From an optimization exercise on the open Yosys and OpenROAD flow, aimed at small area, a short achievable clock period and few clock cycles; shortcuts taken in it are not production practice. Function was checked by simulation only, so behaviour that the tests miss may differ from the original. Power figures rest on the tool's default switching activity, not on a simulated workload.

===== design/flow/config.mk =====
export PLATFORM = sky130hd
export DESIGN_NAME = box3x3_star_detect_top
export DESIGN_NICKNAME = box3x3_star_detect_top
export VERILOG_FILES = /design/flow/design.v
export SDC_FILE = /design/flow/constraint.sdc
export NUM_CORES = 4
export LEC_CHECK = 0
export CAP_MARGIN = 20
export CORE_MARGIN = 2
export CORE_UTILIZATION = 70
export CTS_BUF_LIST = sky130_fd_sc_hd__clkbuf_8
export SLEW_MARGIN = 20

===== design/flow/constraint.sdc =====
create_clock -name core_clock -period 5.5 [get_ports {clock}]
set_input_delay 1.1000 -clock core_clock [delete_from_list [all_inputs] [get_ports {clock}]]
set_output_delay 1.1000 -clock core_clock [all_outputs]
set_load 0.01 [all_outputs]

===== design/flow/design.v =====
package b3sd_pkg;
   localparam int MAX_WIDTH = 128;
   localparam int MAX_ROWS  = 1024;
   localparam int MIN_DIM   = 3;
   localparam int PIX_W   = 5;
   localparam int COL_W   = $clog2(MAX_WIDTH);
   localparam int ROW_W   = $clog2(MAX_ROWS);
   localparam int RW_W    = 8;
   localparam int FR_W    = 11;
   localparam int LVL_W   = 5;
   localparam int SUM_W   = 9;
   localparam int THR_W   = 10;
   localparam int CSR_IDX_W  = 2;
   localparam int CSR_DATA_W = 11;
   localparam int NINE = 9;
   localparam logic [CSR_IDX_W-1:0] REG_ROW_WIDTH  = 2'd0;
   localparam logic [CSR_IDX_W-1:0] REG_FRAME_ROWS = 2'd1;
   localparam logic [CSR_IDX_W-1:0] REG_STAR_LEVEL = 2'd2;
   localparam logic [RW_W-1:0]  ROW_WIDTH_RST  = 8'd80;
   localparam logic [FR_W-1:0]  FRAME_ROWS_RST = 11'd20;
   localparam logic [LVL_W-1:0] STAR_LEVEL_RST = 5'd10;
   typedef struct packed {
      logic [PIX_W-1:0] top;
      logic [PIX_W-1:0] mid;
   } line_word_type;
   typedef struct packed {
      logic             en;
      logic [COL_W-1:0] addr;
      line_word_type    data;
   } line_wr_type;
endpackage
module b3sd_line_ram (
   input  logic                         clock,
   input  logic                         wr_en,
   input  logic [b3sd_pkg::PIX_W-1:0]   wr_pixel,
   output logic [2*b3sd_pkg::PIX_W-1:0] rd_data
);
   localparam int PIX_W  = b3sd_pkg::PIX_W;
   localparam int WORD_W = 2 * PIX_W;
   localparam int SLOTS  = b3sd_pkg::MAX_WIDTH;
   logic [WORD_W-1:0] slot [SLOTS];
   always_ff @(posedge clock) begin
      slot[0] <= wr_en ? {slot[SLOTS-1][PIX_W-1:0], wr_pixel} : slot[SLOTS-1];
   end
   for (genvar i = 1; i < SLOTS; i++) begin : g_slot
      always_ff @(posedge clock) begin
         slot[i] <= slot[i-1];
      end
   end
   assign rd_data = slot[SLOTS-1];
endmodule
module box3x3_star_detect_top (
   input  logic                           clock,
   input  logic                           reset,
   input  logic                           req_valid,
   output logic                           req_ready,
   input  logic [b3sd_pkg::PIX_W-1:0]     req_pixel,
   output logic                           rsp_valid,
   input  logic                           rsp_ready,
   output logic                           rsp_star,
   output logic                           rsp_end_of_row,
   output logic                           rsp_end_of_frame,
   input  logic                           csr_valid,
   output logic                           csr_ready,
   input  logic [b3sd_pkg::CSR_IDX_W-1:0] csr_index,
   input  logic [b3sd_pkg::CSR_DATA_W-1:0] csr_data
);
   localparam int PIX_W  = b3sd_pkg::PIX_W;
   localparam int COL_W  = b3sd_pkg::COL_W;
   localparam int ROW_W  = b3sd_pkg::ROW_W;
   localparam int VS_W   = 7;    
   localparam int PS_W   = 8;    
   localparam int THR_W  = 9;    
   localparam int QDEPTH = 2;    
   localparam int CAP    = 3;    
   logic [COL_W-1:0] wlast_ff;
   logic [ROW_W-1:0] hlast_ff;
   logic [THR_W-1:0] thr_ff;
   logic [COL_W-1:0] wlast_in;
   logic [ROW_W-1:0] hlast_in;
   logic [THR_W-1:0] thr_in;
   assign csr_ready = 1'b1;
   always_comb begin
      if (csr_data[7:0] < 8'd3) begin
         wlast_in = COL_W'(2);
      end else if (csr_data[7:0] > 8'd128) begin
         wlast_in = COL_W'(127);
      end else begin
         wlast_in = COL_W'(csr_data[7:0] - 8'd1);
      end
      if (csr_data < 11'd3) begin
         hlast_in = ROW_W'(2);
      end else if (csr_data > 11'd1024) begin
         hlast_in = ROW_W'(1023);
      end else begin
         hlast_in = ROW_W'(csr_data - 11'd1);
      end
      thr_in = THR_W'(csr_data[4:0]) * THR_W'(9) + THR_W'(9);
   end
   always_ff @(posedge clock) begin
      if (reset) begin
         wlast_ff <= COL_W'(79);
         hlast_ff <= ROW_W'(19);
         thr_ff   <= THR_W'(99);
      end else if (csr_valid) begin
         case (csr_index)
            b3sd_pkg::REG_ROW_WIDTH:  wlast_ff <= wlast_in;
            b3sd_pkg::REG_FRAME_ROWS: hlast_ff <= hlast_in;
            b3sd_pkg::REG_STAR_LEVEL: thr_ff   <= thr_in;
            default: ;
         endcase
      end
   end
   logic             rdy_ff;
   logic             accept;
   logic [COL_W-1:0] col_ff;     
   logic [ROW_W-1:0] row_ff;
   logic [COL_W-1:0] ph_ff;      
   logic             last_col, last_row, origin, interior;
   logic [2*PIX_W-1:0] rd_word;
   assign req_ready = rdy_ff;
   assign accept    = req_valid && rdy_ff;
   assign last_col = col_ff >= wlast_ff;
   assign last_row = row_ff >= hlast_ff;
   assign origin   = (col_ff == '0) && (row_ff == '0);
   assign interior = (col_ff >= COL_W'(2)) && (row_ff >= ROW_W'(2));
   always_ff @(posedge clock) begin
      if (reset) begin
         col_ff <= '0;
         row_ff <= '0;
      end else if (accept) begin
         if (last_col) begin
            col_ff <= '0;
            row_ff <= last_row ? '0 : row_ff + ROW_W'(1);
         end else begin
            col_ff <= col_ff + COL_W'(1);
         end
      end
   end
   always_ff @(posedge clock) begin
      ph_ff <= (accept && origin) ? COL_W'(1) : ph_ff + COL_W'(1);
   end
   b3sd_line_ram u_line_ram (
      .clock    (clock),
      .wr_en    (accept),
      .wr_pixel (req_pixel),
      .rd_data  (rd_word)
   );
   logic             s1_v, s1_r, s1_eor, s1_eof;
   logic [VS_W-1:0]  s1_vs;
   logic [VS_W-1:0]  vs_prev;    
   logic [PS_W-1:0]  ps_prev;    
   logic             star;
   always_ff @(posedge clock) begin
      s1_v   <= accept;
      s1_r   <= accept && interior && !reset;
      s1_eor <= last_col;
      s1_eof <= last_col && last_row;
      s1_vs  <= VS_W'(rd_word[2*PIX_W-1:PIX_W]) + VS_W'(rd_word[PIX_W-1:0])
              + VS_W'(req_pixel);
   end
   always_ff @(posedge clock) begin
      if (s1_v) begin
         vs_prev <= s1_vs;
         ps_prev <= PS_W'(s1_vs) + PS_W'(vs_prev);
      end
   end
   assign star = (THR_W'(s1_vs) + THR_W'(ps_prev)) >= thr_ff;
   logic [2:0] q_mem [QDEPTH];
   logic       q_rp, q_wp;
   logic [1:0] q_cnt;
   logic       out_v;
   logic [2:0] out_w;
   logic [2:0] res_w;
   logic       q_empty, load, take, push, pop;
   logic [2:0] tokens;
   logic       room, due;
   assign res_w   = {star, s1_eor, s1_eof};
   assign q_empty = (q_cnt == 2'd0);
   assign take    = out_v && rsp_ready;
   assign load    = !out_v || rsp_ready;
   assign pop     = load && !q_empty;
   assign push    = s1_r && !(load && q_empty);
   always_ff @(posedge clock) begin
      if (push) begin
         q_mem[q_wp] <= res_w;
      end
   end
   always_ff @(posedge clock) begin
      if (load) begin
         out_w <= q_empty ? res_w : q_mem[q_rp];
      end
   end
   always_ff @(posedge clock) begin
      if (reset) begin
         out_v <= 1'b0;
         q_rp  <= 1'b0;
         q_wp  <= 1'b0;
         q_cnt <= '0;
      end else begin
         if (load) begin
            out_v <= !q_empty || s1_r;
         end
         if (pop) begin
            q_rp <= !q_rp;
         end
         if (push) begin
            q_wp <= !q_wp;
         end
         q_cnt <= q_cnt + 2'(push) - 2'(pop);
      end
   end
   assign tokens = 3'(s1_r) + 3'(q_cnt) + 3'(out_v);
   assign room   = (tokens + 3'(rdy_ff) - 3'(take)) <= 3'(CAP - 1);
   always_comb begin
      if (accept) begin
         due = !last_col || last_row || (col_ff == COL_W'(b3sd_pkg::MAX_WIDTH - 1));
      end else begin
         due = origin || (ph_ff + COL_W'(1) == col_ff);
      end
   end
   always_ff @(posedge clock) begin
      if (reset) begin
         rdy_ff <= 1'b1;
      end else begin
         rdy_ff <= room && due;
      end
   end
   assign rsp_valid        = out_v;
   assign rsp_star         = out_w[2];
   assign rsp_end_of_row   = out_w[1];
   assign rsp_end_of_frame = out_w[0];
endmodule

===== design/flow/run.sh =====
#!/bin/bash
# synth_recipe.tcl (not shown) runs the flow's synth.tcl, then flattens the netlist and writes it again
# the make line also repeats each setting of config.mk as NAME=value (left out here)
make -C /OpenROAD-flow-scripts/flow DESIGN_CONFIG=/design/flow/config.mk WORK_HOME=/design/flow/orfs CLKGATE_MAP_FILE= SYNTH_SCRIPT=/design/flow/synth_recipe.tcl finish

==> impl_metrics.py, run 1 <==
metrics = {
    "status": {
        "status": "finished clean",
    },
    "synth": {
        "synthDistinctLibCells": 52,
        "syn_area_per_cell_um2": 16.5,
        "flops_latches_synth": 1372,
        "ys_async_sr_fraction_pct": 0,
        "syn-cell-area_um2": 31200,
        "synth_edf_count": 24,
        "synth_top_flop_cell": "dfxtp_1",
        "yosys_warnings": 3,
        "syn-instance-count": 1893,
        "synth_nets": 1991,
        "yosysSeqAreaShare_pct": 88.8,
    },
    "finish": {
        "antenna_cells": 0,
        "drive_gt1_share_pct": 11.7,
        "postLayoutCoreUtil_pct": 81.0,
        "post-route-cell-area_um2": 35800,
        "fin_cells": 2817,
        "final_net_count": 2186,
        "area_grow_syn2layout_pct": 14.6,
    },
    "clock_tree": {
        "ctsResizeCount": 0,
        "path_clk_slew_ps": 70,
        "clock_sinks": 1372,
        "tritoncts": "yes",
        "clk_lat_worst_skew_ps": 780,
        "cts_hold_repair.buffers": 0,
        "cts_made_buffers": 179,
        "cts_max_level": 4,
        "postCtsSetupBuffers": 0,
        "cts.root.buffer_cell": "clkbuf_8",
        "clk_path_buf_depth": 3,
    },
    "route": {
        "firstDrtPassIters": 5,
        "route.vias.total": 12800,
        "remaining_drc_errors": 0,
        "route.detailed.wl_per_inst_um": 15.4,
        "drt_wl_total_um": 43500,
        "viasPerCell": 4.54,
        "final_antenna_net_count": 0,
        "detail_route.iter0.violations": 594,
    },
    "timing": {
        "skew_ps": 31.5,
        "tightest_slew_ps": 1080,
        "report.final.setup_viol": 0,
        "rsz0062_at_grt": "no",
        "setup_total_negative_slack_ps": 0,
        "clock.fmax_mhz": 323,
        "timing.final.crit_share_pct": 56.2,
        "slew-limit-headroom_pct": 28.0,
        "finalCriticalPeriod_ps": 3090,
        "report.final.hold_viol_count": 0,
        "timing_max_transition_violations_final": 0,
    },
    "global_routing": {
        "total_global_routing_track_utilization_pct": 20.3,
        "antenna_violations_before_repair": 0,
        "maximum_number_of_pins_on_one_net_before_global_route_repair": 40,
        "grt_pass1_vias": 14100,
        "grt_remaining_overflow": 0,
        "wire_length_of_the_first_global_routing_pass_um": 73000,
    },
    "setup_path": {
        "worst_r2r_path_depth": 14,
        "crit_fanout": 3,
        "cp_data_arrival_time_ps": 3700,
        "source_of_the_critical_timing_path": "s1_vs[0]",
        "regToRegStartpoint": "s1_vs[0]",
        "timing.critical_path.required_ps": 6110,
        "timing_worst_setup_path_type": "flip-flop to flip-flop",
        "timing.critical_path.to_type": "flip-flop",
        "setup.worst_path.start_class": "flip-flop",
    },
    "power_and_ir_drop": {
        "power_leakage_uw": 0.0150,
        "report.power.total_uw": 18600,
        "peakVddDrop_mv": 0.351,
        "pwr_density_cell_nw_per_um2": 520,
    },
    "placement": {
        "numPlacedInstances": 2499,
        "hpwl_um": 21100,
        "globalplace.congestion": 0.824,
        "placement.io_buffers": 27,
        "post_dp_cell_area_um2": 32200,
    },
    "floorplanning": {
        "placementRows": 77,
        "floorplan.die_area_um2": 46300,
        "die_h_um": 215,
        "initial_core_util_pct": 70.7,
        "core_um2": 44100,
        "die_w_um": 215,
        "ioPinCount": 29,
    },
    "job": {
        "max_cap_viol_count": 0,
    },
    "hold_path": {
        "hold_path.startpoint": "u_line_ram.slot[116][0]",
        "min_path_type": "flip-flop to flip-flop",
        "worstHoldPathCells": 0,
    },
}
## per-layer routing
metal,global-route usage (%),share of wire (%)
met3,5.66,3.5
met4,9.17,1.9
met5,0,0
met2,31.9,48
met1,26.4,47
## registers in the layout (all words and copies together), names as in the netlist, 2 cells and up, named ones only
signal,count
col_ff,7
wlast_ff,7
vs_prev,7
hlast_ff,10
ph_ff,7
thr_ff,9
q_mem,6
s1_vs,7
row_ff,10
q_cnt,2
ps_prev,8
out_w,3
u_line_ram.slot,1280
## Yosys cell counts (all sizes together) (2+ instances only)
cell type,count,area share (%)
nand4,4,0.080
a31oi,3,0.060
xor2,25,0.70
nor4,7,0.26
o21bai,3,0.072
nor3,17,0.27
nand3,13,0.21
a221oi,2,0.056
o21ai,23,0.37
edfxtp,24,2.3
and3,5,0.10
mux2i,3,0.096
dfxtp,1348,86
a211oi,5,0.12
nand2,68,0.82
nand2b,10,0.21
o21a,2,0.048
nor2,53,0.64
nor3b,5,0.12
nand3b,3,0.072
a21oi,42,0.67
a2bb2oi,2,0.056
o211ai,2,0.048
nor2b,8,0.16
a21o,7,0.17
clkbuf,11,0.13
a211o,7,0.20
fa,11,0.71
inv,64,0.77
a21boi,3,0.084
xnor2,33,0.93
ha,64,2.6
buf,4,0.084
## path summary, 6_finish.rpt
kind,endpoint,slack [ps]
max,out_w[2],2410
min,u_line_ram.slot[117][0],300
max reg2reg,out_w[2],2410
min reg2reg,u_line_ram.slot[117][0],300
## per-stage QoR
step,hold slack [ps],worst slack [ps]
2_1_floorplan,310,2410
3_3_place_gp,310,1860
3_5_place_dp,312,1800
4_1_cts,289,2380
5_1_grt,292,2100
6_report,297,2410
## cell type report
cell class / instances / area, um2
flip-flops and latches: 1372 / 27700
fillers: 2094 / 8370
multi-input cells: 442 / 3190
clock buffers: 222 / 3060
well taps: 592 / 741
clock inverters: 96 / 539
repair buffers: 29 / 285
inverters: 64 / 240
## report_power, final
group | switching [uW] | internal, uW | total (uW) | leakage, uW
Sequential | 176 | 10400 | 10600 | 0.0112
Clock | 3520 | 3800 | 7320 | 0.00209
Combinational | 353 | 302 | 655 | 0.00176
Total | 4050 | 14500 | 18600 | 0.0150
## worst max-delay path: stages (launching register included)
cell and delay (ps):
dfxtp_1 380, ha_1 180, inv_1 50, fa_1 400
nor2b_1 120, o21ai_0 100, a21boi_0 250, o21ai_0 130
a21boi_0 270, nor2_1 90, ha_1 300, nand4_1 90
o211ai_1 180, o211ai_1 200, a21oi_1 180
## cell families (layout without fill, tap and decap cells)
logic type,Yosys count,after routing,share of synthesized area (%)
compound gates,109,109,2.19
xor+xnor,58,58,1.63
fa+ha+maj,75,75,3.27
buf+inv,79,411,0.987
flops,1372,1372,88.8
mux,3,3,0.0963
other cells,1,1,0.0120
simple gates,196,196,3.01
## cells in the final DEF, fill, tap and decap left out, types with 3 or more instances in the layout
cell | netlist | layout
a211o_1 | 7 | 7
a211oi_1 | 5 | 5
a21o_1 | 7 | 7
a21oi_1 | 42 | 42
a31oi_1 | 3 | 3
and3_1 | 5 | 5
bufinv_16 | 0 | 3
clkbuf_8 | 0 | 222
clkdlybuf4s50_1 | 0 | 27
clkinv_2 | 0 | 12
clkinvlp_4 | 0 | 4
dfxtp_1 | 1348 | 1348
edfxtp_1 | 24 | 24
fa_1 | 11 | 11
ha_1 | 64 | 64
inv_1 | 64 | 131
inv_6 | 0 | 5
mux2i_1 | 3 | 3
nand2_1 | 68 | 68
nand2b_1 | 9 | 9
nand3_1 | 13 | 13
nand3b_1 | 3 | 3
nand4_1 | 4 | 4
nor2_1 | 53 | 53
nor2b_1 | 8 | 8
nor3_1 | 17 | 17
nor3b_1 | 5 | 5
nor4_1 | 4 | 4
o21ai_0 | 22 | 22
o21bai_1 | 3 | 3
xnor2_1 | 33 | 33
xor2_1 | 25 | 25
Testbench counts, summed over its fixed seeds: cycles 49,168.
==> run 2, diff against run 1 <==
--- a/design/flow/config.mk
+++ b/design/flow/config.mk
@@ -8,5 +8,4 @@
 export CAP_MARGIN = 20
 export CORE_MARGIN = 2
-export CORE_UTILIZATION = 70
-export CTS_BUF_LIST = sky130_fd_sc_hd__clkbuf_8
+export CORE_UTILIZATION = 40
 export SLEW_MARGIN = 20
==> run 2 against run 1 <==
Net effect:
- critical path depth fell by 3
- sequential share of layout area fell by 2.6 points
- sequential cell count is the same
- non-clock buffer count is 1 higher
- register-to-register slack better by 70 ps
- die area up 73%
- cell area up 3.4%
- critical path type is now primary input to flip-flop
- largest cell class unchanged
- largest power group unchanged
- highest routed layer unchanged
==> impl_metrics.py, run 2 <==
metrics = {
    "power_and_ir_drop": {
        "combinational_fraction_of_design_power_pct": 3.3,
        "cell_internal_pwr_uw": 15900,
        "peakVddDrop_mv": 0.306,
        "p_sw_uw": 4030,
        "power_leakage_uw": 0.0150,
        "pwr_density_cell_nw_per_um2": 539,
        "clock_share_of_power_pct": 43.5,
        "power_switching_share_pct": 20.2,
        "power.sequential.fraction_pct": 53.3,
    },
    "clock_tree": {
        "cts_hold_repair.buffers": 0,
        "postCtsSetupBuffers": 0,
        "clk_path_buf_depth": 3,
        "cts_max_level": 3,
        "cts_made_buffers": 116,
        "ctsResizeCount": 0,
        "path_clk_slew_ps": 60,
        "clk_lat_worst_skew_ps": 660,
        "clock_sinks": 1372,
        "tritoncts": "yes",
        "cts.root.buffer_cell": "clkbuf_16",
    },
    "finish": {
        "antenna_cells": 0,
        "final_cell_mix": "dfxtp_1, clkbuf_16, nand2_1",
        "top_register": "u_line_ram.slot",
        "flip_flop_count_of_the_largest_register_after_layout": 1280,
        "final_net_count": 2124,
        "final_common_cell": "dfxtp_1",
        "reg.largest.list": "u_line_ram.slot (1280), hlast_ff (10), row_ff (10)",
        "post-route-cell-area_um2": 37000,
        "area_grow_syn2layout_pct": 18.5,
        "drive_gt1_share_pct": 9.88,
    },
    "synth": {
        "synth_commonest_cells": "dfxtp_1, nand2_1, ha_1, inv_1, nor2_1",
        "ys_async_sr_fraction_pct": 0,
        "flops_latches_synth": 1372,
        "yosys_warnings": 3,
        "synth.largest_area_cell": "dfxtp_1",
        "syn-instance-count": 1893,
        "yosysSeqAreaShare_pct": 88.8,
        "synth_nets": 1991,
        "synthDistinctLibCells": 52,
        "syn_area_per_cell_um2": 16.5,
        "synthMostInstantiatedCell": "dfxtp_1",
        "synth_edf_count": 24,
        "syn-cell-area_um2": 31200,
        "netlist.area_leader.share_pct": 86.5,
        "synth_top_flop_cell": "dfxtp_1",
        "synth_area_leaders": "dfxtp_1, ha_1, edfxtp_1",
    },
    "setup_path": {
        "source_of_the_critical_timing_path": "rsp_ready",
        "r2r_setup_slack_ps": 2480,
        "regToRegStartpoint": "s1_vs[0]",
        "setup.worst_path.start_class": "primary input",
        "worst_r2r_path_depth": 14,
        "timing.critical_path.required_ps": 6040,
        "r2r_end": "q_mem[0][2]",
        "timing_worst_setup_path_type": "primary input to flip-flop",
        "crit_fanout": 3,
        "timing.critical_path.to_type": "flip-flop",
        "cp_data_arrival_time_ps": 3650,
    },
    "route": {
        "route.vias.total": 12300,
        "firstDrtPassIters": 4,
        "viasPerCell": 3.89,
        "drt_wl_total_um": 37000,
        "route.detailed.wl_per_inst_um": 11.7,
        "final_antenna_net_count": 0,
        "remaining_drc_errors": 0,
        "detail_route.iter0.violations": 553,
    },
    "floorplanning": {
        "floorplan.die_area_um2": 80300,
        "ioPinCount": 29,
        "placementRows": 102,
        "initial_core_util_pct": 40.3,
        "core_um2": 77300,
        "die_h_um": 283,
        "die_w_um": 283,
    },
    "global_routing": {
        "antenna_violations_before_repair": 1,
        "total_global_routing_track_utilization_pct": 9.53,
        "grt_pass1_vias": 12700,
        "grt_remaining_overflow": 0,
        "wire_length_of_the_first_global_routing_pass_um": 63600,
        "maximum_number_of_pins_on_one_net_before_global_route_repair": 40,
    },
    "timing": {
        "skew_ps": 50.4,
        "report.final.hold_viol_count": 0,
        "slew-limit-headroom_pct": 53.3,
        "clock.fmax_mhz": 322,
        "tightest_slew_ps": 695,
        "finalCriticalPeriod_ps": 3100,
        "report.final.setup_viol": 0,
        "timing.final.crit_share_pct": 56.4,
        "timing_max_transition_violations_final": 0,
        "rsz0062_at_grt": "no",
        "setup_total_negative_slack_ps": 0,
        "final_hold_slack_ps": 292,
    },
    "hold_path": {
        "worstHoldPathCells": 0,
        "hold_end": "u_line_ram.slot[124][5]",
        "min_path_type": "flip-flop to flip-flop",
        "hold_path.startpoint": "u_line_ram.slot[123][5]",
    },
    "job": {
        "max_cap_viol_count": 0,
    },
    "placement": {
        "post_dp_cell_area_um2": 32700,
        "globalplace.congestion": 0.763,
        "placement.io_buffers": 27,
        "hpwl_um": 19700,
    },
    "status": {
        "status": "finished clean",
    },
}
-- run 2: cell counts after synthesis --
Identical to the previous run, type by type.
-- run 2: per-stage QoR --
stage / util [%] / power (uW) / worst slack, ps / cells
6_report: 47.8 / 19900 / 2400 / 3166
5_1_grt: 47.8 / 20700 / 2190 / 3166
3_3_place_gp: 42.3 / 11500 / 1810 / 2947
4_1_cts: 47.8 / 20200 / 2400 / 3165
3_5_place_dp: 42.3 / 11500 / 1750 / 2947
2_1_floorplan: - / 11200 / 2410 / 1893
-- run 2: cell families (layout without fill, tap and decap cells) --
kind of cell               Yosys count  in the layout  synth area share, %
AOI/OAI and AO/OA                  109            109                 2.19
other                                1              1               0.0120
DFF                               1372           1372                 88.8
adders and majority gates           75             75                 3.27
muxes                                3              3               0.0963
xor gates and xnor gates            58             58                 1.63
buffers and inverters               79            312                0.987
and+or+nand+nor                    196            196                 3.01
-- run 2: worst max-delay path, cell delays in order --
cell,delay [ps]
clkdlybuf4s50_1,460
inv_1,70
nor2_1,90
ha_1,240
fa_1,490
inv_1,50
ha_1,190
fa_1,380
xor2_1,150
a221oi_1,250
a2bb2oi_1,180
-- run 2: final cells by class --
cell class	instances	area, um2
Clock inverter	66	1010
Tap cell	1040	1300
Multi-Input combinational cell	442	3190
Clock buffer	152	3240
Timing Repair Buffer	30	293
Sequential cell	1372	27700
Fill cell	6584	40400
Inverter	64	240
-- run 2: power by group through the flow --
stage	registers [uW]	logic, uW	clock network [uW]
after floorplan	10800	464	0
after global placement	10800	636	0
after detailed placement	10800	657	0
after CTS	10600	662	8910
after global routing	10600	741	9320
final	10600	648	8660
-- run 2: worst max-delay path by stage --
| stage | slack [ps] | cells past startpoint | end |
|---|---|---|---|
| finish | 2400 | 11 | rdy_ff |
| global route | 2190 | 14 | out_w[2] |
| CTS | 2400 | 11 | rdy_ff |
| detailed placement | 1750 | 11 | rdy_ff |
| global placement | 1810 | 11 | rdy_ff |
| floorplan | 2410 | 10 | rdy_ff |
-- run 2: metal layers --
metal  up-vias  GRT usage, %  routed length (um)
li1       6304             -                   -
met5         -             0                   0
met1      5720          13.5               19500
met4         0          4.39                1280
met3       100          2.72                1500
met2       176          13.5               14800
==> run 3, diff against run 2 <==
--- a/design/flow/config.mk
+++ b/design/flow/config.mk
@@ -8,4 +8,6 @@
 export CAP_MARGIN = 20
 export CORE_MARGIN = 2
-export CORE_UTILIZATION = 40
+export CORE_UTILIZATION = 70
+export CTS_BUF_LIST = sky130_fd_sc_hd__clkbuf_4 sky130_fd_sc_hd__clkbuf_8
+export SETUP_SLACK_MARGIN = 2.9
 export SLEW_MARGIN = 20
==> run 3 against run 2 <==
Net effect:
- sequential power about the same
- synthesized area unchanged
- worst hold slack better by 13 ps
- register-to-register slack better by 230 ps
- routed wire length up 19%
- global-route usage up 11 points
- still clean on timing, DRC and antenna
- core utilization up 34 points
- final cell count down 11%
==> impl_metrics.py, run 3 <==
metrics = {
    "timing": {
        "finalCriticalPeriod_ps": 2790,
        "slew-limit-headroom_pct": 54.9,
        "report.final.hold_viol_count": 0,
        "clock.fmax_mhz": 359,
        "rsz0062_at_grt": "yes",
        "timing.final.crit_share_pct": 50.7,
        "tightest_slew_ps": 672,
        "setup_total_negative_slack_ps": 0,
        "skew_ps": 28.1,
        "report.final.setup_viol": 0,
        "timing_max_transition_violations_final": 0,
    },
    "clock_tree": {
        "cts.root.buffer_cell": "clkbuf_8",
        "clk_path_buf_depth": 3,
        "clk_lat_worst_skew_ps": 790,
        "cts_max_level": 4,
        "path_clk_slew_ps": 70,
        "tritoncts": "yes",
        "clock_sinks": 1372,
        "cts_made_buffers": 179,
    },
    "synth": {
        "netlist.area_leader.share_pct": 86.5,
        "yosys_warnings": 3,
        "yosysSeqAreaShare_pct": 88.8,
        "synthDistinctLibCells": 52,
        "synth_top_flop_cell": "dfxtp_1",
        "syn-instance-count": 1893,
        "syn-cell-area_um2": 31200,
        "synth_nets": 1991,
        "syn_area_per_cell_um2": 16.5,
        "synthMostInstantiatedCell": "dfxtp_1",
        "synth.largest_area_cell": "dfxtp_1",
        "synth_commonest_cells": "dfxtp_1, nand2_1, ha_1, inv_1, nor2_1",
        "flops_latches_synth": 1372,
        "ys_async_sr_fraction_pct": 0,
        "synth_area_leaders": "dfxtp_1, ha_1, edfxtp_1",
        "synth_edf_count": 24,
    },
    "power_and_ir_drop": {
        "power_leakage_uw": 0.0151,
        "p_sw_uw": 4110,
        "pwr_density_cell_nw_per_um2": 530,
        "power_switching_share_pct": 21.4,
        "clock_share_of_power_pct": 41.1,
        "peakVddDrop_mv": 0.447,
        "power.sequential.fraction_pct": 55.2,
        "combinational_fraction_of_design_power_pct": 3.7,
        "cell_internal_pwr_uw": 15100,
    },
    "setup_path": {
        "worst_path_most_repeated_cell": "o211ai_1",
        "top_delay_family_on_crit_path": "compound AO/OA/AOI/OAI gates",
        "critical-path-slowest-cell": "edfxtp_1",
        "path_depth": 15,
        "setup.worst_path.start_class": "flip-flop",
        "crit_fanout": 2,
        "cp_cell_sequence": "ha_4 > inv_2 > fa_2 > nor2b_2 > o21ai_2 > a21boi_2 > buf_4 > nor2_2 > ha_1 > a21oi_1 > nor2b_1 > o21ai_1 > o211ai_1 > o211ai_1 > nand2b_1",
        "timing_worst_setup_path_type": "flip-flop to flip-flop",
        "timing.critical_path.required_ps": 6000,
        "timing.critical_path.to_type": "flip-flop",
        "critPathBufInv": 2,
        "cp_data_arrival_time_ps": 3290,
        "worst_r2r_path_depth": 15,
        "critPathMaxStageDelay_ps": 370,
    },
    "status": {
        "status": "finished clean",
    },
    "finish": {
        "postLayoutCoreUtil_pct": 82.2,
        "flip_flop_count_of_the_largest_register_after_layout": 1280,
        "fillers": 2073,
        "top_register": "u_line_ram.slot",
        "antenna_cells": 0,
        "area_grow_syn2layout_pct": 16.2,
        "final_net_count": 2192,
        "reg.largest.list": "u_line_ram.slot (1280), hlast_ff (10), row_ff (10)",
        "final_cell_mix": "dfxtp_1, clkbuf_8, nand2_1",
        "final_common_cell": "dfxtp_1",
        "drive_gt1_share_pct": 16.6,
    },
    "route": {
        "route.detailed.wl_per_inst_um": 15.5,
        "final_antenna_net_count": 0,
        "route.vias.total": 12900,
        "firstDrtPassIters": 4,
        "remaining_drc_errors": 0,
        "viasPerCell": 4.55,
        "detail_route.iter0.violations": 527,
        "drt_wl_total_um": 43900,
    },
    "job": {
        "max_cap_viol_count": 0,
    },
    "global_routing": {
        "total_global_routing_track_utilization_pct": 20.4,
        "grt_most_used_layer": "met2",
        "grt_util_met2_pct": 31.6,
        "grt_pass1_vias": 14300,
        "grt_remaining_overflow": 0,
        "grt.met1_usage_pct": 27.0,
        "maximum_number_of_pins_on_one_net_before_global_route_repair": 40,
        "antenna_violations_before_repair": 1,
        "groute.layer.met3.usage_pct": 6.04,
        "wire_length_of_the_first_global_routing_pass_um": 73700,
    },
    "placement": {
        "hpwl_um": 20200,
        "placement.io_buffers": 27,
        "globalplace.congestion": 0.862,
    },
    "floorplanning": {
        "placementRows": 77,
        "die_h_um": 215,
        "floorplan.die_area_um2": 46300,
        "initial_core_util_pct": 70.7,
        "die_w_um": 215,
        "ioPinCount": 29,
        "core_um2": 44100,
    },
    "hold_path": {
        "min_path_type": "flip-flop to flip-flop",
        "worstHoldPathCells": 0,
    },
}
## run 3: path summary, 6_finish.rpt
check,from,end,slack (ps)
setup reg to reg,ps_prev[0],q_mem[0][2],2710
hold / removal,u_line_ram.slot[115][3],u_line_ram.slot[116][3],300
hold reg to reg,u_line_ram.slot[115][3],u_line_ram.slot[116][3],300
setup / recovery,ps_prev[0],q_mem[0][2],2710
## run 3: per-layer routing
metal  part of all wire (%)  vias to the layer above  routed length (um)
met3                    4.4                       85                1950
met1                     46                     6112               20300
met5                      0                        -                   0
met4                    2.3                        0                1000
li1                       -                     6483                   -
met2                     47                      205               20700
## run 3: timing repair
item                                    CTS  global route
gates resized for setup                  31            15
endpoints found under the hold margin     0             0
pin swaps                                 4             5
hold buffers                              0             0
endpoints found under the setup margin   12            17
setup buffers                             5             1
## run 3: cell families (layout without fill, tap and decap cells)
kind of cell	Yosys count	in the layout	synth area share, %
flops	1372	1372	88.8
fa+ha+maj	75	75	3.27
compound gates	109	109	2.19
other cells	1	1	0.0120
buf+inv	79	424	0.987
mux	3	3	0.0963
simple gates	196	196	3.01
xor+xnor	58	58	1.63
## run 3: layout make-up
class,count,area [um2],area share [%]
Clock inverter,34,303,0.835
Tap cell,592,741,2.04
Sequential cell,1372,27700,76.4
Clock buffer,291,3640,10.0
Multi-Input combinational cell,442,3300,9.10
Timing Repair Buffer,35,320,0.883
Inverter,64,256,0.707
## run 3: stage by stage
step	std cells	hold WS, ps	total power [uW]	instance area (um2)	setup slack [ps]
2_1_floorplan	1893	310	11200	31300	2450
3_3_place_gp	2499	310	11500	32200	1710
3_5_place_dp	2499	312	11500	32200	1690
4_1_cts	2829	301	19400	36200	2720
5_1_grt	2830	319	20000	36300	2580
6_report	2830	304	19200	36300	2710
## run 3: power groups by stage
| stage | registers, uW | logic (uW) | clock network, uW |
|---|---|---|---|
| after floorplan | 10800 | 477 | 0 |
| after global placement | 10800 | 641 | 0 |
| after detailed placement | 10800 | 664 | 0 |
| after CTS | 10600 | 684 | 8120 |
| after global routing | 10700 | 792 | 8540 |
| final | 10600 | 703 | 7910 |

-- afterwards: timing with drivers on the ports --
How much do the figures lean on ideal ports? The routed layouts below were timed once more, with nothing changed but the port constraints.
Step 1: set_driving_cell puts a clkbuf_16 on clock and a buf_2 on each other input, an assumption about the parent block.
Step 2, shift: input delay + t, output delay - t, t = (earliest + latest rising clock arrival at the registers) / 2. This alone moves slack from input paths to output paths.
a / b / c = no drivers / after step 1 / after step 2; a / b = the first two.
| run | t (ns) | slack for setup (ns) | worst slew at a driven data input, ns |
|---|---|---|---|
| run 1 | 0.821 | 2.407 / 2.407 / 1.769 | 0.05 |
| run 2 | 0.708 | 2.398 / 2.433 / 1.725 | 0.10 |
| run 3 | 0.837 | 2.711 / 2.711 / 2.171 | 0.04 |
After both steps setup and hold are still met in every run listed. For run 2, which loses most, drivers alone change the setup slack by +0.035 ns; drivers and shift together by -0.673 ns.
